This is an optimization exercise on Yosys and OpenROAD, whose aim is small area and a short achievable clock period, not a production implementation. No functional check of the RTL was part of any run shown here. Power is estimated from default activity; no workload was simulated.

## flow/design.v (module list and top-level ports; edited modules follow where they fit)
// module ycc_sat: 6 lines
// module ycc_ch0: 644 lines
// module ycc_ch1: 420 lines
// module ycc_ch2: 379 lines
// module ycc_dsel: 6 lines
// module ycc_ha: 4 lines
// module ycc_fa: 4 lines
// module ycbcr_rgb_color_convert: 82 lines
module ycbcr_rgb_color_convert
(
	input  logic                  clk,
	input  logic                  arst_n,
	input  logic                  start,
	output logic                  busy,
	input  logic [COMP_W-1:0]     comp0,
	input  logic [COMP_W-1:0]     comp1,
	input  logic [COMP_W-1:0]     comp2,
	input  logic                  frame_end,
	output logic                  done,
	output logic [COMP_W-1:0]     out0,
	output logic [COMP_W-1:0]     out1,
	output logic [COMP_W-1:0]     out2,
	output logic                  last_pixel,
	input  logic                  cfg_wr_en,
	input  logic [CFG_IDX_W-1:0]  cfg_index,
	input  logic [CFG_DATA_W-1:0] cfg_data
);
  // ...
==> flow/flow/run.sh <==
#!/bin/bash
# Layout flow: the standard ORFS flow (standard.sh, unchanged synthesis), with plain buffers
# (buf_1) instead of the default delay-cell buffers on the input and output ports. Each tool's
# full output is kept: ORFS's per-step logs under orfs/logs/, and make's own output in
# flow_make.log in this folder.
set -euo pipefail
bash standard.sh "BUFFER_PORTS_ARGS=-buffer_cell sky130_fd_sc_hd__buf_1" finish > flow_make.log 2>&1
test -s out/final.def
==> flow/standard.sh <==
#!/bin/bash
# synth_recipe.tcl (not shown) runs the flow's synth.tcl, then flattens the netlist and writes it again
# the make line also repeats each setting of config.mk as NAME=value (left out here)
make -C /OpenROAD-flow-scripts/flow DESIGN_CONFIG=/design/flow/config.mk WORK_HOME=/design/flow/orfs CLKGATE_MAP_FILE= SYNTH_SCRIPT=/design/flow/synth_recipe.tcl "${@:-finish}"
==> flow/config.mk <==
export PLATFORM = sky130hd
export DESIGN_NAME = ycbcr_rgb_color_convert
export DESIGN_NICKNAME = ycbcr_rgb_color_convert
export VERILOG_FILES = /design/flow/design.v
export SDC_FILE = /design/flow/constraint.sdc
export NUM_CORES = 4
export LEC_CHECK = 0
export CAP_MARGIN = 20
export CORE_MARGIN = 2
export CORE_UTILIZATION = 40
export CTS_BUF_LIST = sky130_fd_sc_hd__clkbuf_8
export SETUP_SLACK_MARGIN = 3.6
export SLEW_MARGIN = 20
export SYNTH_HIERARCHICAL = 1
==> flow/constraint.sdc <==
create_clock -name core_clock -period 6.5 [get_ports {clk}]
set_input_delay 1.3000 -clock core_clock [delete_from_list [all_inputs] [get_ports {clk}]]
set_output_delay 1.3000 -clock core_clock [all_outputs]
set_load 0.01 [all_outputs]
==> notes.md, run 1 <==
Run status:
- The flow ran to the end and the layout has no timing, DRC or antenna violations.

Critical path:
- Data arrives at the worst endpoint at 3.22 ns.
- The critical path endpoint is u_ch0.r0_q[7]$_DFF_P_.
- The type of element capturing the critical path is a flop.
- The largest single stage delay on the critical path is 0.51 ns.
- The cell family contributing the most delay on the critical path is adder cells.
- The cell repeated most along the worst path is sky130_fd_sc_hd__fa_1.
- The worst setup path is launched from a flop.

Clock network:
- The TritonCTS sink count is 179.
- TritonCTS built the clock tree.
- The hold-fix buffer count after cts is 0.

STA:
- The relative max-transition margin is 41.22%.
- The final worst-path cycle share is between 40% and 50%.
- The tightest hold path in the finished design has a slack of 0.3356 ns.
- In the final timing run, aggregate negative setup slack is 0 ns.

Job:
- The tool flagged a number of max-cap violations equal to 0.

Pwr:
- The sequential power is between 1.5 and 2 mW.
- Net switching is 46.74% of the power.
- The proportion of power drawn by flip-flops and latches is around 22%.

Floorplanning:
- The number of primary I/O pins is 67.
- The die footprint is 0.03508 mm2.
- After floorplanning, the core was sized to cover 0.03328 mm2.
- Tap insertion was completed with ~450 tapcells.

Min path:
- The startpoint identified for the worst hold timing path is d1$_DFF_P_.
- For hold timing, the worst endpoint is d2$_DFF_P_.

Global routing:
- The maximum number of pins on one net before global-route repair is 47.
- The fraction of met3 tracks used by global routing is 2.514%.
- The first global-routing pass estimated 50670 um of wire.
- The initial antenna violation count is 0.

Placement:
- Summed over all nets, the half-perimeter wirelength after detailed placement is 24060 um.

Cells and area:
- The non-clock buffer total of the final layout is 85.
- There are around 180 flip-flops and latches.
- Leaving out the clock tree, the finished layout contains an inverter count of 78.
- The largest registers in the layout are u_ch0.r0_q x19, u_ch0.r1_q x19.
- Counting the fill cells in the layout gives 3170.

Synthesis:
- Counting every net in the synthesized netlist gives 1608.
- The cell area after synthesis is 0.01344 mm2.

Routing:
- Detailed routing placed a total of roughly 1300 um of wire on met3.
- The number of DRC violations after detailed-routing iteration 0 is 567.
- After detailed routing, the number of vias per cell comes to 5.168.
- The total number of vias is 9369.
- The total length of routed met2 wires is 14790 um.
- The highest layer touched by signal routing is met4.
==> module ycc_ch1, before the edit <==
module ycc_ch1 (
	input  logic       clk,
	input  logic       dir_in,
	input  logic [7:0] x0,
	input  logic [8:0] x1,
	input  logic [8:0] x2,
	output logic [7:0] o
);
	logic [1:0] sel, nsel;
	logic [12:0] r0, r0_q, r1, r1_q, t;
	logic c, c_q;
	logic p1_1;
	logic p1_2;
	logic p1_3;
	logic p1_4;
	logic p1_5;
	logic p1_6;
	logic p1_7;
	logic p1_8;
	logic p1_9;
	logic p1_10;
	logic p1_11;
	logic p1_12;
	logic p1_13;
	logic p1_14;
	logic p1_15;
	logic p1_16;
	logic p1_17;
	logic p1_18;
	logic p1_19;
	logic p1_20;
	logic p1_21;
	logic p1_22;
	logic p1_23;
	logic p1_24;
	logic p1_25;
	logic p1_26;
	logic p1_27;
	logic p1_28;
	logic p1_29;
	logic p1_30;
	logic p1_31;
	logic p1_32;
	logic p1_33;
	logic p1_34;
	logic p1_35;
	logic p1_36;
	logic p1_37;
	logic p1_38;
	logic p1_39;
	logic p1_40;
	logic p1_41;
	logic p1_42;
	logic p1_43;
	logic p1_44;
	logic p1_45;
	logic p1_46;
	logic p1_47;
	logic p1_48;
	logic p1_49;
	logic p1_50;
	logic p1_51;
	logic p1_52;
	logic p1_53;
	logic p1_54;
	logic p1_55;
	logic p1_56;
	logic p1_57;
	logic p1_58;
	logic p1_59;
	logic p1_60;
	logic p1_61;
	logic p1_62;
	logic p1_63;
	logic p1_64;
	logic p1_65;
	logic p1_66;
	logic p1_67;
	logic p1_68;
	logic p1_69;
	logic p1_70;
	logic p1_71;
	logic p1_72;
	logic p1_73;
	logic p1_74;
	logic s1_75;
	logic c1_76;
	logic s1_77;
	logic c1_78;
	logic s1_79;
	logic c1_80;
	logic s1_81;
	logic c1_82;
	logic s1_83;
	logic c1_84;
	logic s1_85;
	logic c1_86;
	logic s1_87;
	logic c1_88;
	logic s1_89;
	logic c1_90;
	logic s1_91;
	logic c1_92;
	logic s1_93;
	logic c1_94;
	logic s1_95;
	logic c1_96;
	logic s1_97;
	logic c1_98;
	logic s1_99;
	logic c1_100;
	logic s1_101;
	logic c1_102;
	logic s1_103;
	logic c1_104;
	logic s1_105;
	logic c1_106;
	logic s1_107;
	logic c1_108;
	logic s1_109;
	logic c1_110;
	logic s1_111;
	logic c1_112;
	logic s1_113;
	logic c1_114;
	logic s1_115;
	logic c1_116;
	logic s1_117;
	logic c1_118;
	logic s1_119;
	logic c1_120;
	logic s1_121;
	logic c1_122;
	logic s1_123;
	logic c1_124;
	logic s1_125;
	logic c1_126;
	logic s1_127;
	logic c1_128;
	logic s1_129;
	logic c1_130;
	logic s1_131;
	logic c1_132;
	logic s1_133;
	logic c1_134;
	logic s1_135;
	logic c1_136;
	logic s1_137;
	logic c1_138;
	logic s1_139;
	logic c1_140;
	logic s1_141;
	logic c1_142;
	logic s1_143;
	logic c1_144;
	logic s1_145;
	logic c1_146;
	logic s1_147;
	logic c1_148;
	logic s1_149;
	logic c1_150;
	logic s1_151;
	logic c1_152;
	logic s1_153;
	logic c1_154;
	logic s1_155;
	logic c1_156;
	logic s1_157;
	logic c1_158;
	logic s1_159;
	logic c1_160;
	logic s1_161;
	logic c1_162;
	logic s1_163;
	logic c1_164;
	logic s1_165;
	logic c1_166;
	logic s1_167;
	logic c1_168;
	logic s1_169;
	logic c1_170;
	logic s1_171;
	logic c1_172;
	logic s1_173;
	logic c1_174;
	logic s1_175;
	logic c1_176;
	logic s1_177;
	logic c1_178;
	logic g1_179;
	logic q1_180;
	logic g1_181;
	logic q1_182;
	logic g1_183;
	logic q1_184;
	logic g1_185;
	logic q1_186;
	logic g1_187;
	logic q1_188;
	logic g1_189;
	logic q1_190;
	logic g1_191;
	logic q1_192;
	logic g1_193;
	logic q1_194;
	logic g1_195;
	logic q1_196;
	logic g1_197;
	logic q1_198;
	logic g1_199;
	logic q1_200;
	logic g1_201;
	logic q1_202;
	logic g1_203;
	logic q1_204;
	logic g1_205;
	logic q1_206;
	logic g1_207;
	logic q1_208;
	logic g1_209;
	logic q1_210;
	logic g1_211;
	logic q1_212;
	ycc_dsel u_dsel0 (.clk(clk), .d(dir_in), .q(sel[0]), .qn(nsel[0]));
	ycc_dsel u_dsel1 (.clk(clk), .d(dir_in), .q(sel[1]), .qn(nsel[1]));
	assign p1_1 = nsel[0] & x1[0];
	assign p1_2 = sel[0] ? x1[0] : x1[1];
	assign p1_3 = sel[0] ? x1[1] : x1[2];
	assign p1_4 = nsel[0] & ~x1[0];
	assign p1_5 = sel[0] ? x1[2] : x1[3];
	assign p1_6 = sel[0] ? ~x1[0] : ~x1[1];
	assign p1_7 = sel[0] ? x1[3] : x1[4];
	assign p1_8 = sel[0] ? ~x1[1] : ~x1[2];
	assign p1_9 = sel[0] ? x1[0] : ~x1[0];
	assign p1_10 = sel[0] ? x1[4] : x1[5];
	assign p1_11 = sel[0] ? ~x1[2] : ~x1[3];
	assign p1_12 = sel[0] ? x1[1] : ~x1[1];
	assign p1_13 = sel[0] ? x1[5] : x1[6];
	assign p1_14 = sel[0] ? ~x1[3] : ~x1[4];
	assign p1_15 = sel[0] ? x1[2] : ~x1[2];
	assign p1_16 = sel[0] ? x1[6] : x1[7];
	assign p1_17 = sel[0] ? ~x1[4] : ~x1[5];
	assign p1_18 = sel[0] ? x1[0] : 1'b1;
	assign p1_19 = sel[0] ? x1[3] : ~x1[3];
	assign p1_20 = sel[0] ? x1[7] : 1'b1;
	assign p1_21 = sel[0] ? ~x1[5] : ~x1[6];
	assign p1_22 = sel[0] ? x1[1] : x1[0];
	assign p1_23 = sel[0] ? x1[4] : ~x1[4];
	assign p1_24 = sel[0] & x1[8];
	assign p1_25 = sel[0] ? ~x1[6] : ~x1[7];
	assign p1_26 = sel[0] ? x1[2] : x1[1];
	assign p1_27 = sel[0] & x1[0];
	assign p1_28 = sel[0] ? x1[5] : ~x1[5];
	assign p1_29 = sel[0] & ~x1[7];
	assign p1_30 = sel[0] ? x1[3] : x1[2];
	assign p1_31 = sel[0] ? x1[1] : ~x1[0];
	assign p1_32 = sel[0] ? x1[6] : ~x1[6];
	assign p1_33 = sel[0] & ~x1[8];
	assign p1_34 = sel[0] ? x1[4] : x1[3];
	assign p1_35 = sel[0] ? x1[2] : ~x1[1];
	assign p1_36 = sel[0] & ~x1[0];
	assign p1_37 = sel[0] ? x1[7] : ~x1[7];
	assign p1_38 = sel[0] ? x2[0] : ~x1[0];
	assign p1_39 = sel[0] ? x1[5] : x1[4];
	assign p1_40 = sel[0] ? x1[3] : ~x1[2];
	assign p1_41 = sel[1] & ~x1[1];
	assign p1_42 = sel[1] & x1[8];
	assign p1_43 = sel[1] ? x2[1] : ~x1[1];
	assign p1_44 = sel[1] ? x1[6] : x1[5];
	assign p1_45 = sel[1] ? x1[4] : ~x1[3];
	assign p1_46 = sel[1] ? ~x1[2] : x0[0];
	assign p1_47 = sel[1] ? x2[2] : ~x1[2];
	assign p1_48 = sel[1] ? x1[7] : x1[6];
	assign p1_49 = sel[1] ? x1[5] : ~x1[4];
	assign p1_50 = sel[1] ? ~x1[3] : x0[1];
	assign p1_51 = sel[1] ? 1'b1 : x1[0];
	assign p1_52 = sel[1] ? x2[3] : ~x1[3];
	assign p1_53 = sel[1] ? x1[8] : x1[7];
	assign p1_54 = sel[1] ? x1[6] : ~x1[5];
	assign p1_55 = sel[1] ? ~x1[4] : x0[2];
	assign p1_56 = nsel[1] & x1[1];
	assign p1_57 = sel[1] ? x2[4] : ~x1[4];
	assign p1_58 = sel[1] ? x1[7] : ~x1[6];
	assign p1_59 = sel[1] ? ~x1[5] : x0[3];
	assign p1_60 = sel[1] ? 1'b1 : x1[2];
	assign p1_61 = sel[1] ? x2[5] : ~x1[5];
	assign p1_62 = sel[1] ? x1[8] : ~x1[7];
	assign p1_63 = sel[1] ? ~x1[6] : x0[4];
	assign p1_64 = nsel[1] & x1[3];
	assign p1_65 = sel[1] ? x2[6] : ~x1[6];
	assign p1_66 = sel[1] ? ~x1[7] : x0[5];
	assign p1_67 = sel[1] ? 1'b1 : x1[4];
	assign p1_68 = sel[1] ? x2[7] : ~x1[7];
	assign p1_69 = sel[1] ? ~x1[8] : x0[6];
	assign p1_70 = nsel[1] & x1[5];
	assign p1_71 = sel[1] ? x2[8] : 1'b1;
	assign p1_72 = sel[1] ? 1'b1 : x0[7];
	assign p1_73 = nsel[1] & x1[6];
	assign p1_74 = nsel[1] & x1[7];
	ycc_fa u_s1_75 (.a(sel[0]), .b(p1_23), .c(p1_24), .s(s1_75), .co(c1_76));
	ycc_fa u_s1_77 (.a(sel[0]), .b(p1_28), .c(p1_29), .s(s1_77), .co(c1_78));
	ycc_fa u_s1_79 (.a(sel[0]), .b(p1_32), .c(p1_33), .s(s1_79), .co(c1_80));
	ycc_ha u_s1_81 (.a(p1_34), .b(p1_35), .s(s1_81), .co(c1_82));
	ycc_fa u_s1_83 (.a(sel[0]), .b(p1_37), .c(p1_38), .s(s1_83), .co(c1_84));
	ycc_fa u_s1_85 (.a(p1_39), .b(p1_40), .c(p1_41), .s(s1_85), .co(c1_86));
	ycc_fa u_s1_87 (.a(p1_42), .b(p1_43), .c(p1_44), .s(s1_87), .co(c1_88));
	ycc_ha u_s1_89 (.a(p1_45), .b(p1_46), .s(s1_89), .co(c1_90));
	ycc_fa u_s1_91 (.a(p1_47), .b(p1_48), .c(p1_49), .s(s1_91), .co(c1_92));
	ycc_ha u_s1_93 (.a(p1_50), .b(p1_51), .s(s1_93), .co(c1_94));
	ycc_fa u_s1_95 (.a(nsel[0]), .b(p1_52), .c(p1_53), .s(s1_95), .co(c1_96));
	ycc_fa u_s1_97 (.a(p1_54), .b(p1_55), .c(p1_56), .s(s1_97), .co(c1_98));
	ycc_fa u_s1_99 (.a(nsel[0]), .b(p1_57), .c(p1_58), .s(s1_99), .co(c1_100));
	ycc_ha u_s1_101 (.a(p1_59), .b(p1_60), .s(s1_101), .co(c1_102));
	ycc_fa u_s1_103 (.a(p1_61), .b(p1_62), .c(p1_63), .s(s1_103), .co(c1_104));
	ycc_ha u_s1_105 (.a(nsel[0]), .b(p1_65), .s(s1_105), .co(c1_106));
	ycc_ha u_s1_107 (.a(nsel[0]), .b(p1_9), .s(s1_107), .co(c1_108));
	ycc_ha u_s1_109 (.a(p1_12), .b(p1_13), .s(s1_109), .co(c1_110));
	ycc_fa u_s1_111 (.a(p1_15), .b(p1_16), .c(p1_17), .s(s1_111), .co(c1_112));
	ycc_fa u_s1_113 (.a(p1_19), .b(p1_20), .c(p1_21), .s(s1_113), .co(c1_114));
	ycc_fa u_s1_115 (.a(p1_25), .b(p1_26), .c(p1_27), .s(s1_115), .co(c1_116));
	ycc_fa u_s1_117 (.a(p1_30), .b(p1_31), .c(c1_76), .s(s1_117), .co(c1_118));
	ycc_fa u_s1_119 (.a(p1_36), .b(s1_81), .c(c1_78), .s(s1_119), .co(c1_120));
	ycc_fa u_s1_121 (.a(c1_82), .b(c1_80), .c(s1_83), .s(s1_121), .co(c1_122));
	ycc_fa u_s1_123 (.a(s1_89), .b(c1_84), .c(c1_86), .s(s1_123), .co(c1_124));
	ycc_fa u_s1_125 (.a(c1_90), .b(s1_93), .c(c1_88), .s(s1_125), .co(c1_126));
	ycc_fa u_s1_127 (.a(c1_94), .b(c1_92), .c(s1_95), .s(s1_127), .co(c1_128));
	ycc_fa u_s1_129 (.a(s1_101), .b(c1_96), .c(c1_98), .s(s1_129), .co(c1_130));
	ycc_fa u_s1_131 (.a(p1_64), .b(c1_102), .c(c1_100), .s(s1_131), .co(c1_132));
	ycc_fa u_s1_133 (.a(p1_66), .b(p1_67), .c(s1_105), .s(s1_133), .co(c1_134));
	ycc_fa u_s1_135 (.a(p1_68), .b(p1_69), .c(p1_70), .s(s1_135), .co(c1_136));
	ycc_ha u_s1_137 (.a(p1_71), .b(p1_72), .s(s1_137), .co(c1_138));
	ycc_ha u_s1_139 (.a(nsel[0]), .b(p1_3), .s(s1_139), .co(c1_140));
	ycc_fa u_s1_141 (.a(sel[0]), .b(p1_5), .c(p1_6), .s(s1_141), .co(c1_142));
	ycc_ha u_s1_143 (.a(p1_7), .b(p1_8), .s(s1_143), .co(c1_144));
	ycc_fa u_s1_145 (.a(p1_10), .b(p1_11), .c(s1_107), .s(s1_145), .co(c1_146));
	ycc_fa u_s1_147 (.a(p1_14), .b(c1_108), .c(s1_109), .s(s1_147), .co(c1_148));
	ycc_fa u_s1_149 (.a(p1_18), .b(c1_110), .c(s1_111), .s(s1_149), .co(c1_150));
	ycc_fa u_s1_151 (.a(p1_22), .b(c1_112), .c(s1_113), .s(s1_151), .co(c1_152));
	ycc_fa u_s1_153 (.a(c1_114), .b(s1_75), .c(s1_115), .s(s1_153), .co(c1_154));
	ycc_fa u_s1_155 (.a(c1_116), .b(s1_77), .c(s1_117), .s(s1_155), .co(c1_156));
	ycc_fa u_s1_157 (.a(s1_79), .b(c1_118), .c(s1_119), .s(s1_157), .co(c1_158));
	ycc_fa u_s1_159 (.a(s1_85), .b(c1_120), .c(s1_121), .s(s1_159), .co(c1_160));
	ycc_fa u_s1_161 (.a(s1_87), .b(s1_123), .c(c1_122), .s(s1_161), .co(c1_162));
	ycc_fa u_s1_163 (.a(s1_91), .b(c1_124), .c(s1_125), .s(s1_163), .co(c1_164));
	ycc_fa u_s1_165 (.a(s1_97), .b(c1_126), .c(s1_127), .s(s1_165), .co(c1_166));
	ycc_fa u_s1_167 (.a(s1_99), .b(s1_129), .c(c1_128), .s(s1_167), .co(c1_168));
	ycc_fa u_s1_169 (.a(s1_103), .b(c1_130), .c(s1_131), .s(s1_169), .co(c1_170));
	ycc_fa u_s1_171 (.a(c1_104), .b(s1_133), .c(c1_132), .s(s1_171), .co(c1_172));
	ycc_fa u_s1_173 (.a(c1_106), .b(s1_135), .c(c1_134), .s(s1_173), .co(c1_174));
	ycc_fa u_s1_175 (.a(p1_73), .b(s1_137), .c(c1_136), .s(s1_175), .co(c1_176));
	ycc_fa u_s1_177 (.a(nsel[0]), .b(p1_74), .c(c1_138), .s(s1_177), .co(c1_178));
	assign g1_179 = p1_4 & s1_139;
	assign q1_180 = p1_4 | s1_139;
	assign g1_181 = s1_141 & c1_140;
	assign q1_182 = s1_141 | c1_140;
	assign g1_183 = s1_143 & c1_142;
	assign q1_184 = s1_143 | c1_142;
	assign g1_185 = s1_145 & c1_144;
	assign q1_186 = s1_145 | c1_144;
	assign g1_187 = s1_147 & c1_146;
	assign q1_188 = s1_147 | c1_146;
	assign g1_189 = s1_149 & c1_148;
	assign q1_190 = s1_149 | c1_148;
	assign g1_191 = s1_151 & c1_150;
	assign q1_192 = s1_151 | c1_150;
	assign g1_193 = s1_153 & c1_152;
	assign q1_194 = s1_153 | c1_152;
	assign g1_195 = 1'b0 | (p1_2 & 1'b0);
	assign q1_196 = p1_2 & p1_1;
	assign g1_197 = g1_179 | (q1_180 & g1_195);
	assign q1_198 = q1_180 & q1_196;
	assign g1_199 = g1_183 | (q1_184 & g1_181);
	assign q1_200 = q1_184 & q1_182;
	assign g1_201 = g1_199 | (q1_200 & g1_197);
	assign q1_202 = q1_200 & q1_198;
	assign g1_203 = g1_187 | (q1_188 & g1_185);
	assign q1_204 = q1_188 & q1_186;
	assign g1_205 = g1_191 | (q1_192 & g1_189);
	assign q1_206 = q1_192 & q1_190;
	assign g1_207 = g1_203 | (q1_204 & g1_201);
	assign q1_208 = q1_204 & q1_202;
	assign g1_209 = g1_193 | (q1_194 & g1_205);
	assign q1_210 = q1_194 & q1_206;
	assign g1_211 = g1_209 | (q1_210 & g1_207);
	assign q1_212 = q1_210 & q1_208;
	assign r0 = {nsel[0], s1_177, s1_175, s1_173, s1_171, s1_169, s1_167, s1_165, s1_163, s1_161, s1_159, s1_157, s1_155};
	assign r1 = {c1_178, c1_176, c1_174, c1_172, c1_170, c1_168, c1_166, c1_164, c1_162, c1_160, c1_158, c1_156, c1_154};
	assign c = g1_211;
	always_ff @(posedge clk) begin
		r0_q[0] <= r0[0];
		r0_q[1] <= r0[1];
		r0_q[2] <= r0[2];
		r0_q[3] <= r0[3];
		r0_q[4] <= r0[4];
		r0_q[5] <= r0[5];
		r0_q[6] <= r0[6];
		r0_q[7] <= r0[7];
		r0_q[8] <= r0[8];
		r0_q[9] <= r0[9];
		r0_q[10] <= r0[10];
		r0_q[11] <= r0[11];
		r0_q[12] <= r0[12];
		r1_q[0] <= r1[0];
		r1_q[1] <= r1[1];
		r1_q[2] <= r1[2];
		r1_q[3] <= r1[3];
		r1_q[4] <= r1[4];
		r1_q[5] <= r1[5];
		r1_q[6] <= r1[6];
		r1_q[7] <= r1[7];
		r1_q[8] <= r1[8];
		r1_q[9] <= r1[9];
		r1_q[10] <= r1[10];
		r1_q[11] <= r1[11];
		r1_q[12] <= r1[12];
		c_q <= c;
	end
	assign t = {r0_q[12], r0_q[11], r0_q[10], r0_q[9], r0_q[8], r0_q[7], r0_q[6], r0_q[5], r0_q[4], r0_q[3], r0_q[2], r0_q[1], r0_q[0]} + {r1_q[12], r1_q[11], r1_q[10], r1_q[9], r1_q[8], r1_q[7], r1_q[6], r1_q[5], r1_q[4], r1_q[3], r1_q[2], r1_q[1], r1_q[0]} + c_q;
	ycc_sat u_sat (.t(t[12:3]), .y(o));
endmodule
==> run 2: changes to the inputs <==
--- a/flow/design.v
+++ b/flow/design.v
@@ -17,8 +17,8 @@
 	input  logic [8:0] x2,
 	output logic [7:0] o
 );
-	logic [2:0] sel, nsel;
-	logic [19:0] r0, r0_q, r1, r1_q, t;
+	logic [0:0] sel, nsel;
+	logic [17:0] r0, r0_q, r1, r1_q, t;
 	logic c, c_q;
 	logic p0_1;
 	logic p0_2;
@@ -363,9 +363,15 @@
 	logic q0_341;
 	logic g0_342;
 	logic q0_343;
+	logic g0_344;
+	logic q0_345;
+	logic g0_346;
+	logic q0_347;
+	logic g0_348;
+	logic q0_349;
+	logic g0_350;
+	logic q0_351;
 	ycc_dsel u_dsel0 (.clk(clk), .d(dir_in), .q(sel[0]), .qn(nsel[0]));
-	ycc_dsel u_dsel1 (.clk(clk), .d(dir_in), .q(sel[1]), .qn(nsel[1]));
-	ycc_dsel u_dsel2 (.clk(clk), .d(dir_in), .q(sel[2]), .qn(nsel[2]));
 	assign p0_1 = sel[0] & ~x1[0];
 	assign p0_2 = sel[0] & ~x2[0];
 	assign p0_3 = sel[0] ? ~x1[1] : ~x2[0];
@@ -414,69 +420,69 @@
 	assign p0_46 = sel[0] ? ~x2[5] : x2[6];
 	assign p0_47 = sel[0] ? x1[5] : ~x2[4];
 	assign p0_48 = sel[0] ? x2[3] : x1[4];
-	assign p0_49 = sel[1] & x1[2];
+	assign p0_49 = sel[0] & x1[2];
 	assign p0_50 = ~x1[8];
-	assign p0_51 = sel[1] ? x2[2] : x1[2];
-	assign p0_52 = sel[1] ? ~x2[6] : x2[7];
-	assign p0_53 = sel[1] ? x1[6] : ~x2[5];
-	assign p0_54 = sel[1] ? x2[4] : x1[5];
-	assign p0_55 = sel[1] ? ~x1[0] : 1'b1;
-	assign p0_56 = sel[1] & ~x2[0];
-	assign p0_57 = sel[1] & x1[3];
-	assign p0_58 = sel[1] ? x2[3] : x1[3];
-	assign p0_59 = sel[1] & ~x2[7];
-	assign p0_60 = sel[1] ? x1[7] : ~x2[6];
-	assign p0_61 = sel[1] ? x2[5] : x1[6];
-	assign p0_62 = sel[1] ? ~x1[1] : x1[0];
-	assign p0_63 = sel[1] ? ~x2[1] : x2[0];
-	assign p0_64 = sel[1] & x1[4];
-	assign p0_65 = sel[1] ? x2[4] : x1[4];
-	assign p0_66 = sel[1] ? ~x2[8] : 1'b1;
-	assign p0_67 = sel[1] ? x1[8] : ~x2[7];
-	assign p0_68 = sel[1] ? x2[6] : x1[7];
-	assign p0_69 = sel[1] ? ~x1[2] : x1[1];
-	assign p0_70 = sel[1] ? ~x2[2] : x2[1];
-	assign p0_71 = sel[1] & x1[0];
-	assign p0_72 = sel[1] & x1[5];
-	assign p0_73 = sel[1] ? x2[5] : x1[5];
-	assign p0_74 = sel[1] & x2[7];
-	assign p0_75 = sel[1] ? ~x1[3] : x1[2];
-	assign p0_76 = sel[1] ? ~x2[3] : x2[2];
-	assign p0_77 = sel[1] & x1[1];
-	assign p0_78 = sel[1] & x1[6];
-	assign p0_79 = sel[1] ? x2[6] : x1[6];
-	assign p0_80 = sel[1] ? x2[8] : 1'b1;
-	assign p0_81 = sel[1] ? ~x1[4] : x1[3];
-	assign p0_82 = sel[1] ? ~x2[4] : x2[3];
-	assign p0_83 = sel[1] & x1[2];
-	assign p0_84 = sel[1] & x1[7];
-	assign p0_85 = sel[1] ? x2[7] : x1[7];
-	assign p0_86 = sel[1] ? ~x1[5] : x1[4];
-	assign p0_87 = sel[1] ? ~x2[5] : x2[4];
-	assign p0_88 = sel[1] ? x1[3] : ~x2[0];
-	assign p0_89 = sel[1] ? x1[8] : 1'b1;
-	assign p0_90 = sel[2] & x2[8];
-	assign p0_91 = sel[2] ? ~x1[6] : x1[5];
-	assign p0_92 = sel[2] ? ~x2[6] : x2[5];
-	assign p0_93 = sel[2] ? x1[4] : ~x2[1];
-	assign p0_94 = nsel[2] & ~x1[0];
-	assign p0_95 = sel[2] ? ~x1[7] : x1[6];
-	assign p0_96 = sel[2] ? ~x2[7] : x2[6];
-	assign p0_97 = sel[2] ? x1[5] : ~x2[2];
-	assign p0_98 = sel[2] ? 1'b1 : ~x1[1];
-	assign p0_99 = sel[2] ? ~x1[8] : x1[7];
-	assign p0_100 = sel[2] ? ~x2[8] : x2[7];
-	assign p0_101 = sel[2] ? x1[6] : ~x2[3];
-	assign p0_102 = sel[2] ? 1'b1 : ~x1[2];
-	assign p0_103 = sel[2] ? x1[7] : ~x2[4];
-	assign p0_104 = nsel[2] & ~x1[3];
-	assign p0_105 = sel[2] ? x1[8] : ~x2[5];
-	assign p0_106 = nsel[2] & ~x1[4];
-	assign p0_107 = nsel[2] & ~x2[6];
-	assign p0_108 = nsel[2] & ~x1[5];
-	assign p0_109 = nsel[2] & ~x2[7];
-	assign p0_110 = nsel[2] & ~x1[6];
-	assign p0_111 = sel[2] ? 1'b1 : ~x1[7];
+	assign p0_51 = sel[0] ? x2[2] : x1[2];
+	assign p0_52 = sel[0] ? ~x2[6] : x2[7];
+	assign p0_53 = sel[0] ? x1[6] : ~x2[5];
+	assign p0_54 = sel[0] ? x2[4] : x1[5];
+	assign p0_55 = sel[0] ? ~x1[0] : 1'b1;
+	assign p0_56 = sel[0] & ~x2[0];
+	assign p0_57 = sel[0] & x1[3];
+	assign p0_58 = sel[0] ? x2[3] : x1[3];
+	assign p0_59 = sel[0] & ~x2[7];
+	assign p0_60 = sel[0] ? x1[7] : ~x2[6];
+	assign p0_61 = sel[0] ? x2[5] : x1[6];
+	assign p0_62 = sel[0] ? ~x1[1] : x1[0];
+	assign p0_63 = sel[0] ? ~x2[1] : x2[0];
+	assign p0_64 = sel[0] & x1[4];
+	assign p0_65 = sel[0] ? x2[4] : x1[4];
+	assign p0_66 = sel[0] ? ~x2[8] : 1'b1;
+	assign p0_67 = sel[0] ? x1[8] : ~x2[7];
+	assign p0_68 = sel[0] ? x2[6] : x1[7];
+	assign p0_69 = sel[0] ? ~x1[2] : x1[1];
+	assign p0_70 = sel[0] ? ~x2[2] : x2[1];
+	assign p0_71 = sel[0] & x1[0];
+	assign p0_72 = sel[0] & x1[5];
+	assign p0_73 = sel[0] ? x2[5] : x1[5];
+	assign p0_74 = sel[0] & x2[7];
+	assign p0_75 = sel[0] ? ~x1[3] : x1[2];
+	assign p0_76 = sel[0] ? ~x2[3] : x2[2];
+	assign p0_77 = sel[0] & x1[1];
+	assign p0_78 = sel[0] & x1[6];
+	assign p0_79 = sel[0] ? x2[6] : x1[6];
+	assign p0_80 = sel[0] ? x2[8] : 1'b1;
+	assign p0_81 = sel[0] ? ~x1[4] : x1[3];
+	assign p0_82 = sel[0] ? ~x2[4] : x2[3];
+	assign p0_83 = sel[0] & x1[2];
+	assign p0_84 = sel[0] & x1[7];
+	assign p0_85 = sel[0] ? x2[7] : x1[7];
+	assign p0_86 = sel[0] ? ~x1[5] : x1[4];
+	assign p0_87 = sel[0] ? ~x2[5] : x2[4];
+	assign p0_88 = sel[0] ? x1[3] : ~x2[0];
+	assign p0_89 = sel[0] ? x1[8] : 1'b1;
+	assign p0_90 = sel[0] & x2[8];
+	assign p0_91 = sel[0] ? ~x1[6] : x1[5];
+	assign p0_92 = sel[0] ? ~x2[6] : x2[5];
+	assign p0_93 = sel[0] ? x1[4] : ~x2[1];
+	assign p0_94 = nsel[0] & ~x1[0];
+	assign p0_95 = sel[0] ? ~x1[7] : x1[6];
+	assign p0_96 = sel[0] ? ~x2[7] : x2[6];
+	assign p0_97 = sel[0] ? x1[5] : ~x2[2];
+	assign p0_98 = sel[0] ? 1'b1 : ~x1[1];
+	assign p0_99 = sel[0] ? ~x1[8] : x1[7];
+	assign p0_100 = sel[0] ? ~x2[8] : x2[7];
+	assign p0_101 = sel[0] ? x1[6] : ~x2[3];
+	assign p0_102 = sel[0] ? 1'b1 : ~x1[2];
+	assign p0_103 = sel[0] ? x1[7] : ~x2[4];
+	assign p0_104 = nsel[0] & ~x1[3];
+	assign p0_105 = sel[0] ? x1[8] : ~x2[5];
+	assign p0_106 = nsel[0] & ~x1[4];
+	assign p0_107 = nsel[0] & ~x2[6];
+	assign p0_108 = nsel[0] & ~x1[5];
+	assign p0_109 = nsel[0] & ~x2[7];
+	assign p0_110 = nsel[0] & ~x1[6];
+	assign p0_111 = sel[0] ? 1'b1 : ~x1[7];
 	ycc_ha u_s0_112 (.a(p0_29), .b(p0_30), .s(s0_112), .co(c0_113));
 	ycc_fa u_s0_114 (.a(p0_36), .b(p0_37), .c(p0_38), .s(s0_114), .co(c0_115));
 	ycc_ha u_s0_116 (.a(p0_39), .b(p0_40), .s(s0_116), .co(c0_117));
@@ -594,19 +600,27 @@
 	assign q0_331 = s0_282 | c0_281;
 	assign g0_332 = s0_284 & c0_283;
 	assign q0_333 = s0_284 | c0_283;
-	assign g0_334 = g0_324 | (q0_325 & g0_322);
-	assign q0_335 = q0_325 & q0_323;
-	assign g0_336 = g0_326 | (q0_327 & g0_334);
-	assign q0_337 = q0_327 & q0_335;
-	assign g0_338 = g0_328 | (q0_329 & g0_336);
-	assign q0_339 = q0_329 & q0_337;
-	assign g0_340 = g0_330 | (q0_331 & g0_338);
-	assign q0_341 = q0_331 & q0_339;
-	assign g0_342 = g0_332 | (q0_333 & g0_340);
-	assign q0_343 = q0_333 & q0_341;
-	assign r0 = {1'b0, c0_275, s0_320, s0_318, s0_316, s0_314, s0_312, s0_310, s0_308, s0_306, s0_304, s0_302, s0_300, s0_298, s0_296, s0_294, s0_292, s0_290, s0_288, s0_286};
-	assign r1 = {1'b0, c0_321, c0_319, c0_317, c0_315, c0_313, c0_311, c0_309, c0_307, c0_305, c0_303, c0_301, c0_299, c0_297, c0_295, c0_293, c0_291, c0_289, c0_287, c0_285};
-	assign c = g0_342;
+	assign g0_334 = s0_286 & c0_285;
+	assign q0_335 = s0_286 | c0_285;
+	assign g0_336 = s0_288 & c0_287;
+	assign q0_337 = s0_288 | c0_287;
+	assign g0_338 = g0_324 | (q0_325 & g0_322);
+	assign q0_339 = q0_325 & q0_323;
+	assign g0_340 = g0_326 | (q0_327 & g0_338);
+	assign q0_341 = q0_327 & q0_339;
+	assign g0_342 = g0_328 | (q0_329 & g0_340);
+	assign q0_343 = q0_329 & q0_341;
+	assign g0_344 = g0_330 | (q0_331 & g0_342);
+	assign q0_345 = q0_331 & q0_343;
+	assign g0_346 = g0_332 | (q0_333 & g0_344);
+	assign q0_347 = q0_333 & q0_345;
+	assign g0_348 = g0_336 | (q0_337 & g0_334);
+	assign q0_349 = q0_337 & q0_335;
+	assign g0_350 = g0_348 | (q0_349 & g0_346);
+	assign q0_351 = q0_349 & q0_347;
+	assign r0 = {1'b0, c0_275, s0_320, s0_318, s0_316, s0_314, s0_312, s0_310, s0_308, s0_306, s0_304, s0_302, s0_300, s0_298, s0_296, s0_294, s0_292, s0_290};
+	assign r1 = {1'b0, c0_321, c0_319, c0_317, c0_315, c0_313, c0_311, c0_309, c0_307, c0_305, c0_303, c0_301, c0_299, c0_297, c0_295, c0_293, c0_291, c0_289};
+	assign c = g0_350;
 	always_ff @(posedge clk) begin
 		r0_q[0] <= r0[0];
 		r0_q[1] <= r0[1];
@@ -625,8 +639,6 @@
 		r0_q[14] <= r0[14];
 		r0_q[15] <= r0[15];
 		r0_q[16] <= r0[16];
-		r0_q[17] <= r0[17];
-		r0_q[18] <= r0[18];
 		r1_q[0] <= r1[0];
 		r1_q[1] <= r1[1];
 		r1_q[2] <= r1[2];
@@ -644,14 +656,12 @@
 		r1_q[14] <= r1[14];
 		r1_q[15] <= r1[15];
 		r1_q[16] <= r1[16];
-		r1_q[17] <= r1[17];
-		r1_q[18] <= r1[18];
 		c_q <= c;
 	end
-	assign r0_q[19] = 1'b0;
-	assign r1_q[19] = 1'b0;
-	assign t = {1'b0, r0_q[18], r0_q[17], r0_q[16], r0_q[15], r0_q[14], r0_q[13], r0_q[12], r0_q[11], r0_q[10], r0_q[9], r0_q[8], r0_q[7], r0_q[6], r0_q[5], r0_q[4], r0_q[3], r0_q[2], r0_q[1], r0_q[0]} + {1'b0, r1_q[18], r1_q[17], r1_q[16], r1_q[15], r1_q[14], r1_q[13], r1_q[12], r1_q[11], r1_q[10], r1_q[9], r1_q[8], r1_q[7], r1_q[6], r1_q[5], r1_q[4], r1_q[3], r1_q[2], r1_q[1], r1_q[0]} + c_q;
-	ycc_sat u_sat (.t(t[19:10]), .y(o));
+	assign r0_q[17] = 1'b0;
+	assign r1_q[17] = 1'b0;
+	assign t = {1'b0, r0_q[16], r0_q[15], r0_q[14], r0_q[13], r0_q[12], r0_q[11], r0_q[10], r0_q[9], r0_q[8], r0_q[7], r0_q[6], r0_q[5], r0_q[4], r0_q[3], r0_q[2], r0_q[1], r0_q[0]} + {1'b0, r1_q[16], r1_q[15], r1_q[14], r1_q[13], r1_q[12], r1_q[11], r1_q[10], r1_q[9], r1_q[8], r1_q[7], r1_q[6], r1_q[5], r1_q[4], r1_q[3], r1_q[2], r1_q[1], r1_q[0]} + c_q;
+	ycc_sat u_sat (.t(t[17:8]), .y(o));
 endmodule
 module ycc_ch1 (
 	input  logic       clk,
@@ -661,8 +671,8 @@
 	input  logic [8:0] x2,
 	output logic [7:0] o
 );
-	logic [1:0] sel, nsel;
-	logic [12:0] r0, r0_q, r1, r1_q, t;
+	logic [0:0] sel, nsel;
+	logic [10:0] r0, r0_q, r1, r1_q, t;
 	logic c, c_q;
 	logic p1_1;
 	logic p1_2;
@@ -876,8 +886,15 @@
 	logic q1_210;
 	logic g1_211;
 	logic q1_212;
+	logic g1_213;
+	logic q1_214;
+	logic g1_215;
+	logic q1_216;
+	logic g1_217;
+	logic q1_218;
+	logic g1_219;
+	logic q1_220;
 	ycc_dsel u_dsel0 (.clk(clk), .d(dir_in), .q(sel[0]), .qn(nsel[0]));
-	ycc_dsel u_dsel1 (.clk(clk), .d(dir_in), .q(sel[1]), .qn(nsel[1]));
 	assign p1_1 = nsel[0] & x1[0];
 	assign p1_2 = sel[0] ? x1[0] : x1[1];
 	assign p1_3 = sel[0] ? x1[1] : x1[2];
@@ -918,40 +935,40 @@
 	assign p1_38 = sel[0] ? x2[0] : ~x1[0];
 	assign p1_39 = sel[0] ? x1[5] : x1[4];
 	assign p1_40 = sel[0] ? x1[3] : ~x1[2];
-	assign p1_41 = sel[1] & ~x1[1];
-	assign p1_42 = sel[1] & x1[8];
-	assign p1_43 = sel[1] ? x2[1] : ~x1[1];
-	assign p1_44 = sel[1] ? x1[6] : x1[5];
-	assign p1_45 = sel[1] ? x1[4] : ~x1[3];
-	assign p1_46 = sel[1] ? ~x1[2] : x0[0];
-	assign p1_47 = sel[1] ? x2[2] : ~x1[2];
-	assign p1_48 = sel[1] ? x1[7] : x1[6];
-	assign p1_49 = sel[1] ? x1[5] : ~x1[4];
-	assign p1_50 = sel[1] ? ~x1[3] : x0[1];
-	assign p1_51 = sel[1] ? 1'b1 : x1[0];
-	assign p1_52 = sel[1] ? x2[3] : ~x1[3];
-	assign p1_53 = sel[1] ? x1[8] : x1[7];
-	assign p1_54 = sel[1] ? x1[6] : ~x1[5];
-	assign p1_55 = sel[1] ? ~x1[4] : x0[2];
-	assign p1_56 = nsel[1] & x1[1];
-	assign p1_57 = sel[1] ? x2[4] : ~x1[4];
-	assign p1_58 = sel[1] ? x1[7] : ~x1[6];
-	assign p1_59 = sel[1] ? ~x1[5] : x0[3];
-	assign p1_60 = sel[1] ? 1'b1 : x1[2];
-	assign p1_61 = sel[1] ? x2[5] : ~x1[5];
-	assign p1_62 = sel[1] ? x1[8] : ~x1[7];
-	assign p1_63 = sel[1] ? ~x1[6] : x0[4];
-	assign p1_64 = nsel[1] & x1[3];
-	assign p1_65 = sel[1] ? x2[6] : ~x1[6];
-	assign p1_66 = sel[1] ? ~x1[7] : x0[5];
-	assign p1_67 = sel[1] ? 1'b1 : x1[4];
-	assign p1_68 = sel[1] ? x2[7] : ~x1[7];
-	assign p1_69 = sel[1] ? ~x1[8] : x0[6];
-	assign p1_70 = nsel[1] & x1[5];
-	assign p1_71 = sel[1] ? x2[8] : 1'b1;
-	assign p1_72 = sel[1] ? 1'b1 : x0[7];
-	assign p1_73 = nsel[1] & x1[6];
-	assign p1_74 = nsel[1] & x1[7];
+	assign p1_41 = sel[0] & ~x1[1];
+	assign p1_42 = sel[0] & x1[8];
+	assign p1_43 = sel[0] ? x2[1] : ~x1[1];
+	assign p1_44 = sel[0] ? x1[6] : x1[5];
+	assign p1_45 = sel[0] ? x1[4] : ~x1[3];
+	assign p1_46 = sel[0] ? ~x1[2] : x0[0];
+	assign p1_47 = sel[0] ? x2[2] : ~x1[2];
+	assign p1_48 = sel[0] ? x1[7] : x1[6];
+	assign p1_49 = sel[0] ? x1[5] : ~x1[4];
+	assign p1_50 = sel[0] ? ~x1[3] : x0[1];
+	assign p1_51 = sel[0] ? 1'b1 : x1[0];
+	assign p1_52 = sel[0] ? x2[3] : ~x1[3];
+	assign p1_53 = sel[0] ? x1[8] : x1[7];
+	assign p1_54 = sel[0] ? x1[6] : ~x1[5];
+	assign p1_55 = sel[0] ? ~x1[4] : x0[2];
+	assign p1_56 = nsel[0] & x1[1];
+	assign p1_57 = sel[0] ? x2[4] : ~x1[4];
+	assign p1_58 = sel[0] ? x1[7] : ~x1[6];
+	assign p1_59 = sel[0] ? ~x1[5] : x0[3];
+	assign p1_60 = sel[0] ? 1'b1 : x1[2];
+	assign p1_61 = sel[0] ? x2[5] : ~x1[5];
+	assign p1_62 = sel[0] ? x1[8] : ~x1[7];
+	assign p1_63 = sel[0] ? ~x1[6] : x0[4];
+	assign p1_64 = nsel[0] & x1[3];
+	assign p1_65 = sel[0] ? x2[6] : ~x1[6];
+	assign p1_66 = sel[0] ? ~x1[7] : x0[5];
+	assign p1_67 = sel[0] ? 1'b1 : x1[4];
+	assign p1_68 = sel[0] ? x2[7] : ~x1[7];
+	assign p1_69 = sel[0] ? ~x1[8] : x0[6];
+	assign p1_70 = nsel[0] & x1[5];
+	assign p1_71 = sel[0] ? x2[8] : 1'b1;
+	assign p1_72 = sel[0] ? 1'b1 : x0[7];
+	assign p1_73 = nsel[0] & x1[6];
+	assign p1_74 = nsel[0] & x1[7];
 	ycc_fa u_s1_75 (.a(sel[0]), .b(p1_23), .c(p1_24), .s(s1_75), .co(c1_76));
 	ycc_fa u_s1_77 (.a(sel[0]), .b(p1_28), .c(p1_29), .s(s1_77), .co(c1_78));
 	ycc_fa u_s1_79 (.a(sel[0]), .b(p1_32), .c(p1_33), .s(s1_79), .co(c1_80));
@@ -1020,27 +1037,35 @@
 	assign q1_192 = s1_151 | c1_150;
 	assign g1_193 = s1_153 & c1_152;
 	assign q1_194 = s1_153 | c1_152;
-	assign g1_195 = 1'b0 | (p1_2 & 1'b0);
-	assign q1_196 = p1_2 & p1_1;
-	assign g1_197 = g1_179 | (q1_180 & g1_195);
-	assign q1_198 = q1_180 & q1_196;
-	assign g1_199 = g1_183 | (q1_184 & g1_181);
-	assign q1_200 = q1_184 & q1_182;
-	assign g1_201 = g1_199 | (q1_200 & g1_197);
-	assign q1_202 = q1_200 & q1_198;
-	assign g1_203 = g1_187 | (q1_188 & g1_185);
-	assign q1_204 = q1_188 & q1_186;
-	assign g1_205 = g1_191 | (q1_192 & g1_189);
-	assign q1_206 = q1_192 & q1_190;
-	assign g1_207 = g1_203 | (q1_204 & g1_201);
-	assign q1_208 = q1_204 & q1_202;
-	assign g1_209 = g1_193 | (q1_194 & g1_205);
-	assign q1_210 = q1_194 & q1_206;
-	assign g1_211 = g1_209 | (q1_210 & g1_207);
-	assign q1_212 = q1_210 & q1_208;
-	assign r0 = {nsel[0], s1_177, s1_175, s1_173, s1_171, s1_169, s1_167, s1_165, s1_163, s1_161, s1_159, s1_157, s1_155};
-	assign r1 = {c1_178, c1_176, c1_174, c1_172, c1_170, c1_168, c1_166, c1_164, c1_162, c1_160, c1_158, c1_156, c1_154};
-	assign c = g1_211;
+	assign g1_195 = s1_155 & c1_154;
+	assign q1_196 = s1_155 | c1_154;
+	assign g1_197 = s1_157 & c1_156;
+	assign q1_198 = s1_157 | c1_156;
+	assign g1_199 = 1'b0 | (p1_2 & 1'b0);
+	assign q1_200 = p1_2 & p1_1;
+	assign g1_201 = g1_179 | (q1_180 & g1_199);
+	assign q1_202 = q1_180 & q1_200;
+	assign g1_203 = g1_183 | (q1_184 & g1_181);
+	assign q1_204 = q1_184 & q1_182;
+	assign g1_205 = g1_203 | (q1_204 & g1_201);
+	assign q1_206 = q1_204 & q1_202;
+	assign g1_207 = g1_187 | (q1_188 & g1_185);
+	assign q1_208 = q1_188 & q1_186;
+	assign g1_209 = g1_191 | (q1_192 & g1_189);
+	assign q1_210 = q1_192 & q1_190;
+	assign g1_211 = g1_207 | (q1_208 & g1_205);
+	assign q1_212 = q1_208 & q1_206;
+	assign g1_213 = g1_193 | (q1_194 & g1_209);
+	assign q1_214 = q1_194 & q1_210;
+	assign g1_215 = g1_213 | (q1_214 & g1_211);
+	assign q1_216 = q1_214 & q1_212;
+	assign g1_217 = g1_197 | (q1_198 & g1_195);
+	assign q1_218 = q1_198 & q1_196;
+	assign g1_219 = g1_217 | (q1_218 & g1_215);
+	assign q1_220 = q1_218 & q1_216;
+	assign r0 = {nsel[0], s1_177, s1_175, s1_173, s1_171, s1_169, s1_167, s1_165, s1_163, s1_161, s1_159};
+	assign r1 = {c1_178, c1_176, c1_174, c1_172, c1_170, c1_168, c1_166, c1_164, c1_162, c1_160, c1_158};
+	assign c = g1_219;
 	always_ff @(posedge clk) begin
 		r0_q[0] <= r0[0];
 		r0_q[1] <= r0[1];
@@ -1053,8 +1078,6 @@
 		r0_q[8] <= r0[8];
 		r0_q[9] <= r0[9];
 		r0_q[10] <= r0[10];
-		r0_q[11] <= r0[11];
-		r0_q[12] <= r0[12];
 		r1_q[0] <= r1[0];
 		r1_q[1] <= r1[1];
 		r1_q[2] <= r1[2];
@@ -1066,12 +1089,10 @@
 		r1_q[8] <= r1[8];
 		r1_q[9] <= r1[9];
 		r1_q[10] <= r1[10];
-		r1_q[11] <= r1[11];
-		r1_q[12] <= r1[12];
 		c_q <= c;
 	end
-	assign t = {r0_q[12], r0_q[11], r0_q[10], r0_q[9], r0_q[8], r0_q[7], r0_q[6], r0_q[5], r0_q[4], r0_q[3], r0_q[2], r0_q[1], r0_q[0]} + {r1_q[12], r1_q[11], r1_q[10], r1_q[9], r1_q[8], r1_q[7], r1_q[6], r1_q[5], r1_q[4], r1_q[3], r1_q[2], r1_q[1], r1_q[0]} + c_q;
-	ycc_sat u_sat (.t(t[12:3]), .y(o));
+	assign t = {r0_q[10], r0_q[9], r0_q[8], r0_q[7], r0_q[6], r0_q[5], r0_q[4], r0_q[3], r0_q[2], r0_q[1], r0_q[0]} + {r1_q[10], r1_q[9], r1_q[8], r1_q[7], r1_q[6], r1_q[5], r1_q[4], r1_q[3], r1_q[2], r1_q[1], r1_q[0]} + c_q;
+	ycc_sat u_sat (.t(t[10:1]), .y(o));
 endmodule
 module ycc_ch2 (
 	input  logic       clk,
@@ -1081,8 +1102,8 @@
 	input  logic [8:0] x2,
 	output logic [7:0] o
 );
-	logic [1:0] sel, nsel;
-	logic [12:0] r0, r0_q, r1, r1_q, t;
+	logic [0:0] sel, nsel;
+	logic [9:0] r0, r0_q, r1, r1_q, t;
 	logic c, c_q;
 	logic p2_1;
 	logic p2_2;
@@ -1272,8 +1293,19 @@
 	logic q2_186;
 	logic g2_187;
 	logic q2_188;
+	logic g2_189;
+	logic q2_190;
+	logic g2_191;
+	logic q2_192;
+	logic g2_193;
+	logic q2_194;
+	logic g2_195;
+	logic q2_196;
+	logic g2_197;
+	logic q2_198;
+	logic g2_199;
+	logic q2_200;
 	ycc_dsel u_dsel0 (.clk(clk), .d(dir_in), .q(sel[0]), .qn(nsel[0]));
-	ycc_dsel u_dsel1 (.clk(clk), .d(dir_in), .q(sel[1]), .qn(nsel[1]));
 	assign p2_1 = sel[0] & ~x2[0];
 	assign p2_2 = sel[0] ? ~x2[1] : x2[0];
 	assign p2_3 = sel[0] ? ~x2[2] : x2[1];
@@ -1314,32 +1346,32 @@
 	assign p2_38 = sel[0] ? ~x2[3] : 1'b1;
 	assign p2_39 = sel[0] ? ~x2[8] : ~x2[7];
 	assign p2_40 = sel[0] ? ~x2[6] : x2[5];
-	assign p2_41 = sel[1] ? x1[1] : ~x2[2];
-	assign p2_42 = sel[1] ? ~x2[4] : x0[0];
-	assign p2_43 = sel[1] ? ~x2[7] : x2[6];
-	assign p2_44 = sel[1] ? x1[2] : ~x2[3];
-	assign p2_45 = sel[1] ? ~x2[5] : x0[1];
-	assign p2_46 = sel[1] ? 1'b1 : x2[0];
-	assign p2_47 = sel[1] ? ~x2[8] : x2[7];
-	assign p2_48 = sel[1] ? x1[3] : ~x2[4];
-	assign p2_49 = sel[1] ? ~x2[6] : x0[2];
-	assign p2_50 = nsel[1] & x2[1];
-	assign p2_51 = sel[1] ? x1[4] : ~x2[5];
-	assign p2_52 = sel[1] ? ~x2[7] : x0[3];
-	assign p2_53 = sel[1] ? 1'b1 : x2[2];
-	assign p2_54 = sel[1] ? x1[5] : ~x2[6];
-	assign p2_55 = sel[1] ? ~x2[8] : x0[4];
-	assign p2_56 = nsel[1] & x2[3];
-	assign p2_57 = sel[1] ? x1[6] : ~x2[7];
-	assign p2_58 = sel[1] ? 1'b1 : x0[5];
-	assign p2_59 = nsel[1] & x2[4];
-	assign p2_60 = sel[1] ? x1[7] : 1'b1;
-	assign p2_61 = sel[1] ? 1'b1 : x0[6];
-	assign p2_62 = nsel[1] & x2[5];
-	assign p2_63 = sel[1] ? x1[8] : 1'b1;
-	assign p2_64 = sel[1] ? 1'b1 : x0[7];
-	assign p2_65 = nsel[1] & x2[6];
-	assign p2_66 = nsel[1] & x2[7];
+	assign p2_41 = sel[0] ? x1[1] : ~x2[2];
+	assign p2_42 = sel[0] ? ~x2[4] : x0[0];
+	assign p2_43 = sel[0] ? ~x2[7] : x2[6];
+	assign p2_44 = sel[0] ? x1[2] : ~x2[3];
+	assign p2_45 = sel[0] ? ~x2[5] : x0[1];
+	assign p2_46 = sel[0] ? 1'b1 : x2[0];
+	assign p2_47 = sel[0] ? ~x2[8] : x2[7];
+	assign p2_48 = sel[0] ? x1[3] : ~x2[4];
+	assign p2_49 = sel[0] ? ~x2[6] : x0[2];
+	assign p2_50 = nsel[0] & x2[1];
+	assign p2_51 = sel[0] ? x1[4] : ~x2[5];
+	assign p2_52 = sel[0] ? ~x2[7] : x0[3];
+	assign p2_53 = sel[0] ? 1'b1 : x2[2];
+	assign p2_54 = sel[0] ? x1[5] : ~x2[6];
+	assign p2_55 = sel[0] ? ~x2[8] : x0[4];
+	assign p2_56 = nsel[0] & x2[3];
+	assign p2_57 = sel[0] ? x1[6] : ~x2[7];
+	assign p2_58 = sel[0] ? 1'b1 : x0[5];
+	assign p2_59 = nsel[0] & x2[4];
+	assign p2_60 = sel[0] ? x1[7] : 1'b1;
+	assign p2_61 = sel[0] ? 1'b1 : x0[6];
+	assign p2_62 = nsel[0] & x2[5];
+	assign p2_63 = sel[0] ? x1[8] : 1'b1;
+	assign p2_64 = sel[0] ? 1'b1 : x0[7];
+	assign p2_65 = nsel[0] & x2[6];
+	assign p2_66 = nsel[0] & x2[7];
 	ycc_ha u_s2_67 (.a(sel[0]), .b(p2_13), .s(s2_67), .co(c2_68));
 	ycc_ha u_s2_69 (.a(p2_17), .b(p2_18), .s(s2_69), .co(c2_70));
 	ycc_fa u_s2_71 (.a(p2_21), .b(p2_22), .c(p2_23), .s(s2_71), .co(c2_72));
@@ -1401,25 +1433,37 @@
 	assign q2_170 = s2_129 | c2_128;
 	assign g2_171 = s2_131 & c2_130;
 	assign q2_172 = s2_131 | c2_130;
-	assign g2_173 = 1'b0 | (p2_2 & g2_157);
-	assign q2_174 = p2_2 & q2_158;
-	assign g2_175 = g2_159 | (q2_160 & g2_173);
-	assign q2_176 = q2_160 & q2_174;
-	assign g2_177 = g2_161 | (q2_162 & g2_175);
-	assign q2_178 = q2_162 & q2_176;
-	assign g2_179 = g2_163 | (q2_164 & g2_177);
-	assign q2_180 = q2_164 & q2_178;
-	assign g2_181 = g2_167 | (q2_168 & g2_165);
-	assign q2_182 = q2_168 & q2_166;
-	assign g2_183 = g2_181 | (q2_182 & g2_179);
-	assign q2_184 = q2_182 & q2_180;
-	assign g2_185 = g2_171 | (q2_172 & g2_169);
-	assign q2_186 = q2_172 & q2_170;
-	assign g2_187 = g2_185 | (q2_186 & g2_183);
-	assign q2_188 = q2_186 & q2_184;
-	assign r0 = {nsel[0], s2_155, s2_153, s2_151, s2_149, s2_147, s2_145, s2_143, s2_141, s2_139, s2_137, s2_135, s2_133};
-	assign r1 = {c2_156, c2_154, c2_152, c2_150, c2_148, c2_146, c2_144, c2_142, c2_140, c2_138, c2_136, c2_134, c2_132};
-	assign c = g2_187;
+	assign g2_173 = s2_133 & c2_132;
+	assign q2_174 = s2_133 | c2_132;
+	assign g2_175 = s2_135 & c2_134;
+	assign q2_176 = s2_135 | c2_134;
+	assign g2_177 = s2_137 & c2_136;
+	assign q2_178 = s2_137 | c2_136;
+	assign g2_179 = 1'b0 | (p2_2 & g2_157);
+	assign q2_180 = p2_2 & q2_158;
+	assign g2_181 = g2_159 | (q2_160 & g2_179);
+	assign q2_182 = q2_160 & q2_180;
+	assign g2_183 = g2_161 | (q2_162 & g2_181);
+	assign q2_184 = q2_162 & q2_182;
+	assign g2_185 = g2_163 | (q2_164 & g2_183);
+	assign q2_186 = q2_164 & q2_184;
+	assign g2_187 = g2_167 | (q2_168 & g2_165);
+	assign q2_188 = q2_168 & q2_166;
+	assign g2_189 = g2_187 | (q2_188 & g2_185);
+	assign q2_190 = q2_188 & q2_186;
+	assign g2_191 = g2_171 | (q2_172 & g2_169);
+	assign q2_192 = q2_172 & q2_170;
+	assign g2_193 = g2_175 | (q2_176 & g2_173);
+	assign q2_194 = q2_176 & q2_174;
+	assign g2_195 = g2_191 | (q2_192 & g2_189);
+	assign q2_196 = q2_192 & q2_190;
+	assign g2_197 = g2_177 | (q2_178 & g2_193);
+	assign q2_198 = q2_178 & q2_194;
+	assign g2_199 = g2_197 | (q2_198 & g2_195);
+	assign q2_200 = q2_198 & q2_196;
+	assign r0 = {nsel[0], s2_155, s2_153, s2_151, s2_149, s2_147, s2_145, s2_143, s2_141, s2_139};
+	assign r1 = {c2_156, c2_154, c2_152, c2_150, c2_148, c2_146, c2_144, c2_142, c2_140, c2_138};
+	assign c = g2_199;
 	always_ff @(posedge clk) begin
 		r0_q[0] <= r0[0];
 		r0_q[1] <= r0[1];
@@ -1431,9 +1475,6 @@
 		r0_q[7] <= r0[7];
 		r0_q[8] <= r0[8];
 		r0_q[9] <= r0[9];
-		r0_q[10] <= r0[10];
-		r0_q[11] <= r0[11];
-		r0_q[12] <= r0[12];
 		r1_q[0] <= r1[0];
 		r1_q[1] <= r1[1];
 		r1_q[2] <= r1[2];
@@ -1444,13 +1485,10 @@
 		r1_q[7] <= r1[7];
 		r1_q[8] <= r1[8];
 		r1_q[9] <= r1[9];
-		r1_q[10] <= r1[10];
-		r1_q[11] <= r1[11];
-		r1_q[12] <= r1[12];
 		c_q <= c;
 	end
-	assign t = {r0_q[12], r0_q[11], r0_q[10], r0_q[9], r0_q[8], r0_q[7], r0_q[6], r0_q[5], r0_q[4], r0_q[3], r0_q[2], r0_q[1], r0_q[0]} + {r1_q[12], r1_q[11], r1_q[10], r1_q[9], r1_q[8], r1_q[7], r1_q[6], r1_q[5], r1_q[4], r1_q[3], r1_q[2], r1_q[1], r1_q[0]} + c_q;
-	ycc_sat u_sat (.t(t[12:3]), .y(o));
+	assign t = {r0_q[9], r0_q[8], r0_q[7], r0_q[6], r0_q[5], r0_q[4], r0_q[3], r0_q[2], r0_q[1], r0_q[0]} + {r1_q[9], r1_q[8], r1_q[7], r1_q[6], r1_q[5], r1_q[4], r1_q[3], r1_q[2], r1_q[1], r1_q[0]} + c_q;
+	ycc_sat u_sat (.t(t[9:0]), .y(o));
 endmodule
 module ycc_dsel (input logic clk, d, output logic q, qn);
 	always_ff @(posedge clk) begin
==> run 2 against run 1 <==
Clock skew is 0.0023 ns lower; sequential power decreased by 13%; global-route usage rose by 2.0 points; area after synthesis fell by 6.4%; register-to-register slack lost 0.41 ns; synthesized cell count decreased by 6.0%; clock power down 5.6%; die area shrank 6.3%; flip-flop and latch count down 21.
==> notes.md, run 2 <==
Global routing:
- The wire length of the first global-routing pass is 51970 um (was 50670 um).
- The most used routing layer in global routing is met2 (unchanged).
- The maximum number of pins on one net before global-route repair is 41 (was 47).
- The initial antenna violation count is 0 (unchanged).
- The fraction of met3 tracks used by global routing was 3.366% (was 2.514%).
- The overall overflow remaining after global route is 0 (unchanged).

Routing:
- The number of DRC violations after detailed-routing iteration 0 was 704 (was 567).
- The total number of vias is 9279 (was 9369).
- The remaining design rule violation count is 0 (unchanged).
- The mean number of vias per cell was 5.348 (was 5.168).
- The first-pass detailed-route iteration total is 5 (unchanged).
- The final wirelength is 32600 um (was 31540 um).

Floorplanning:
- The initial standard-cell utilization of the core came to 40.91% (was 40.38%).
- The die footprint is 0.03288 mm2 (was 0.03508 mm2).
- The count of standard-cell rows came to 64 (was 67).
- The die height came to 181.3 um (was 187.3 um).
- The number of primary I/O pins was 67 (unchanged).
- The die outline width was 181.3 um (was 187.3 um).
- The placeable core region is 0.03075 mm2 (was 0.03328 mm2).

STA:
- Setup repair after global routing missed its margin: yes (was no).
- The worst clock skew is 0.01331 ns (was 0.01559 ns).
- The number of failing setup endpoints in the final timing report is 0 (unchanged).
- The setup total negative slack is 0 ns (unchanged).
- The number of failing hold endpoints at the final stage is 0 (unchanged).
- The highest attainable clock frequency is 0.3081 GHz (was 0.3522 GHz).
- The number of pins exceeding their max-slew limit in the final report is 0 (unchanged).
- The worst hold-check slack was 0.3373 ns (was 0.3356 ns).
- The relative max-transition margin is 51.72% (was 41.22%).
- The final worst-path cycle share is 49.93% (was 43.68%).

Clock network:
- The clock-pin slew on the worst setup and hold paths is 0.10 ns (was 0.11 ns).
- The insertion delay to the later sink of the worst-skew pair was 0.46 ns (was 0.49 ns).
- The CTS tree is yes (unchanged).
- The TritonCTS sink count is 158 (was 179).
- The number of levels in the clock H-tree is 4 (unchanged).

Synthesis:
- The number of synthesized register bits is 158.
- The synthesized net count came to 1529 (was 1608).
- Yosys instantiated no cell more often than sky130_fd_sc_hd__fa_1.
- Ranked by instance count, the synthesized netlist is headed by 175 x sky130_fd_sc_hd__fa_1, 144 x sky130_fd_sc_hd__dfxtp_1, 109 x sky130_fd_sc_hd__nand2_1, 101 x sky130_fd_sc_hd__ha_1, 81 x sky130_fd_sc_hd__inv_1.
- The synthesis warning total was 13 (unchanged).
- The distinct cell type count after synthesis is about 70.
- The cell area after synthesis is 0.01258 mm2 (was 0.01344 mm2).
- The sequential share of the synthesized area is 25.70%.
- Yosys attributes the largest share of cell area to sky130_fd_sc_hd__fa_1 28%, sky130_fd_sc_hd__dfxtp_1 23%, sky130_fd_sc_hd__ha_1 10%.
- The number of standard cells after synthesis is 1213 (was 1291).
- The top-area cell type share of the netlist area is approximately 28%.
- The largest total area in the synthesized netlist belongs to sky130_fd_sc_hd__fa_1.

Cells and area:
- The count of fill cells added during filler insertion is 2937 (was 3170).
- Registers with the highest flip-flop counts: u_ch0.r0_q x17, u_ch0.r1_q x17 (was u_ch0.r0_q x19, u_ch0.r1_q x19).
- Commonest cells after routing, fill and taps aside: 169 x sky130_fd_sc_hd__fa_1, 125 x sky130_fd_sc_hd__dfxtp_1, 106 x sky130_fd_sc_hd__nand2_1 (was 170 x sky130_fd_sc_hd__fa_1, 144 x sky130_fd_sc_hd__dfxtp_1, 114 x sky130_fd_sc_hd__nand2_1).
- The cell area after layout is 0.01455 mm2 (was 0.01481 mm2).
- The share of final-layout standard cells stronger than drive strength 1 came to 18.22% (was 11.65%).
- The number of nets in the layout is 1642 (was 1669).
- The synthesis-to-finish area growth is 15.70% (was 10.18%).
- The most common cell after layout, fill and taps aside is sky130_fd_sc_hd__fa_1 (unchanged).

Pwr:
- The total power after layout is 8.840 mW (was 8.906 mW).
- The leakage power total is 6.420 nW (was 6.380 nW).

Critical path:
- The family with the most delay on the worst path is adder cells (unchanged).
- The stage delay of the slowest cell on the critical path was 0.49 ns (was 0.51 ns).
- The highest fanout seen on the critical path is 5 (was 12).
- The type of element capturing the critical path was a flop (unchanged).
- The sort of element at the start of the critical path was a flop (unchanged).
- The endpoint arrival time on the critical path is 3.61 ns (was 3.22 ns).
- The category of the critical setup timing path is reg -> reg (unchanged).
- The cell repeated most along the worst path is sky130_fd_sc_hd__maj3_2 (was sky130_fd_sc_hd__fa_1).
- The required arrival time at the worst endpoint is 6.86 ns (was 6.88 ns).

Placement:
- The instance area at placement is 0.01323 mm2 (was 0.01410 mm2).
- The total of buffers placed on input and output ports is 65 (unchanged).
- The detailed-placement wirelength estimate is 24310 um (was 24060 um).

Min path:
- The path class of the lowest-slack min-delay path is reg -> reg (unchanged).

Run status:
- Status: timing/DRC/antenna clean (unchanged).

Job:
- The number of maximum-capacitance constraint violations is 0 (unchanged).
==> run 2: worst paths after layout <==
path,startpoint,endpoint,slack [ns],depth (start not counted)
setup / recovery,u_ch1.u_dsel0.q$_DFF_P_,u_ch1.c_q$_DFF_P_,3.25,11
hold / removal,l2$_DFF_P_,last_pixel$_DFF_P_,0.34,0
setup reg to reg,u_ch1.u_dsel0.q$_DFF_P_,u_ch1.c_q$_DFF_P_,3.25,11
hold reg to reg,l2$_DFF_P_,last_pixel$_DFF_P_,0.34,0
max in group asynchronous,arst_n,ofs_q[0]$_DFFE_PN0P_,5.19,1
min in group asynchronous,arst_n,ofs_q[7]$_DFFE_PN0P_,0.85,1
==> run 2: final cells by class <==
class                           count  area (um2)  share of cell area (%)
Multi-Input combinational cell    934        9158                   62.93
Sequential cell                   158        3302                   22.69
Timing Repair Buffer              131       848.3                   5.829
Tap cell                          396       495.5                   3.405
Inverter                           83       349.1                   2.399
Clock buffer                       17       234.0                   1.608
Clock inverter                     15       160.2                   1.101
Timing Repair inverter              1       6.256                 0.04299
==> run 2: where the power goes <==
group / leakage [nW] / internal, mW / switching [mW] / total (mW)
clock network: 0.199 / 0.348 / 0.412 / 0.759
logic: 4.84 / 2.92 / 3.42 / 6.35
registers: 1.39 / 1.49 / 0.245 / 1.74
total: 6.42 / 4.76 / 4.08 / 8.84
==> run 2: timing repair <==
action	in CTS	in global routing
pin swaps	17	21
setup endpoints to repair	34	35
gates cloned	1	1
resized for setup	78	44
buffers inserted	38	24
hold buffers	0	0
==> run 2: layer usage <==
| metal | vias to the layer above | wire, um |
|---|---|---|
| li1 | 4335 | - |
| met1 | 4562 | 14470 |
| met2 | 314 | 15490 |
| met3 | 68 | 1719 |
| met4 | 0 | 923 |
| met5 | - | 0 |
==> run 2: kinds of logic (layout without fill, tap and decap cells) <==
group | Yosys count | count (layout) | share of synthesized area (%)
XOR/XNOR | 31 | 31 | 2.159
adder cells (fa/ha/maj) | 281 | 281 | 38.33
multiplexers | 59 | 59 | 5.043
flip-flops | 158 | 158 | 25.70
other | 1 | 1 | 0.02981
AO/OA/AOI/OAI | 266 | 266 | 13.63
buffers and inverters | 121 | 247 | 4.048
AND/OR/NAND/NOR | 296 | 296 | 11.06
==> run 2: worst register-to-register path: stages (launching register included) <==
cell and delay [ns]:
sky130_fd_sc_hd__dfxtp_4 0.42, sky130_fd_sc_hd__buf_4 0.13, sky130_fd_sc_hd__nand2_1 0.08, sky130_fd_sc_hd__and2_4 0.18, sky130_fd_sc_hd__fa_1 0.49, sky130_fd_sc_hd__fa_1 0.47
sky130_fd_sc_hd__a31oi_1 0.20, sky130_fd_sc_hd__nor2_1 0.06, sky130_fd_sc_hd__maj3_2 0.29, sky130_fd_sc_hd__maj3_2 0.29, sky130_fd_sc_hd__a221o_1 0.26, sky130_fd_sc_hd__maj3_2 0.29
==> run 2: per-module statistics from Yosys (local to each module, per instance) <==
| module | times used | cell area (um2) | flip-flops and latches |
|---|---|---|---|
| ycbcr_rgb_color_convert | 1 | 3363 | 73 |
| ycc_dsel | 3 | 43.79 | 2 |
| ycc_ha | 33 | 12.51 | 0 |
| ycc_ch1 | 1 | 1628 | 23 |
| ycc_ch0 | 1 | 1993 | 35 |
| ycc_sat | 3 | 82.58 | 0 |
| ycc_fa | 169 | 20.02 | 0 |
| ycc_ch2 | 1 | 1419 | 21 |

## static timing again, ports no longer ideal
In the flow no input, the clock included, has a driving cell. The finished layouts below were timed again as built, in two steps. Step 1 assumes that a clkbuf_16 drives the clock port and a buf_2 every other input. Step 2, shift: input delay + t, output delay - t, t = (earliest + latest rising clock arrival at the registers) / 2. This alone moves slack from input paths to output paths. Three values: no drivers, after step 1, after step 2; two values: the first two.
run | shift t [ns] | setup WS [ns]
run 1 | 0.527 | 3.661 / 3.661 / 3.248
run 2 | 0.502 | 3.255 / 3.255 / 3.155
After both steps setup and hold are still met in every run listed.
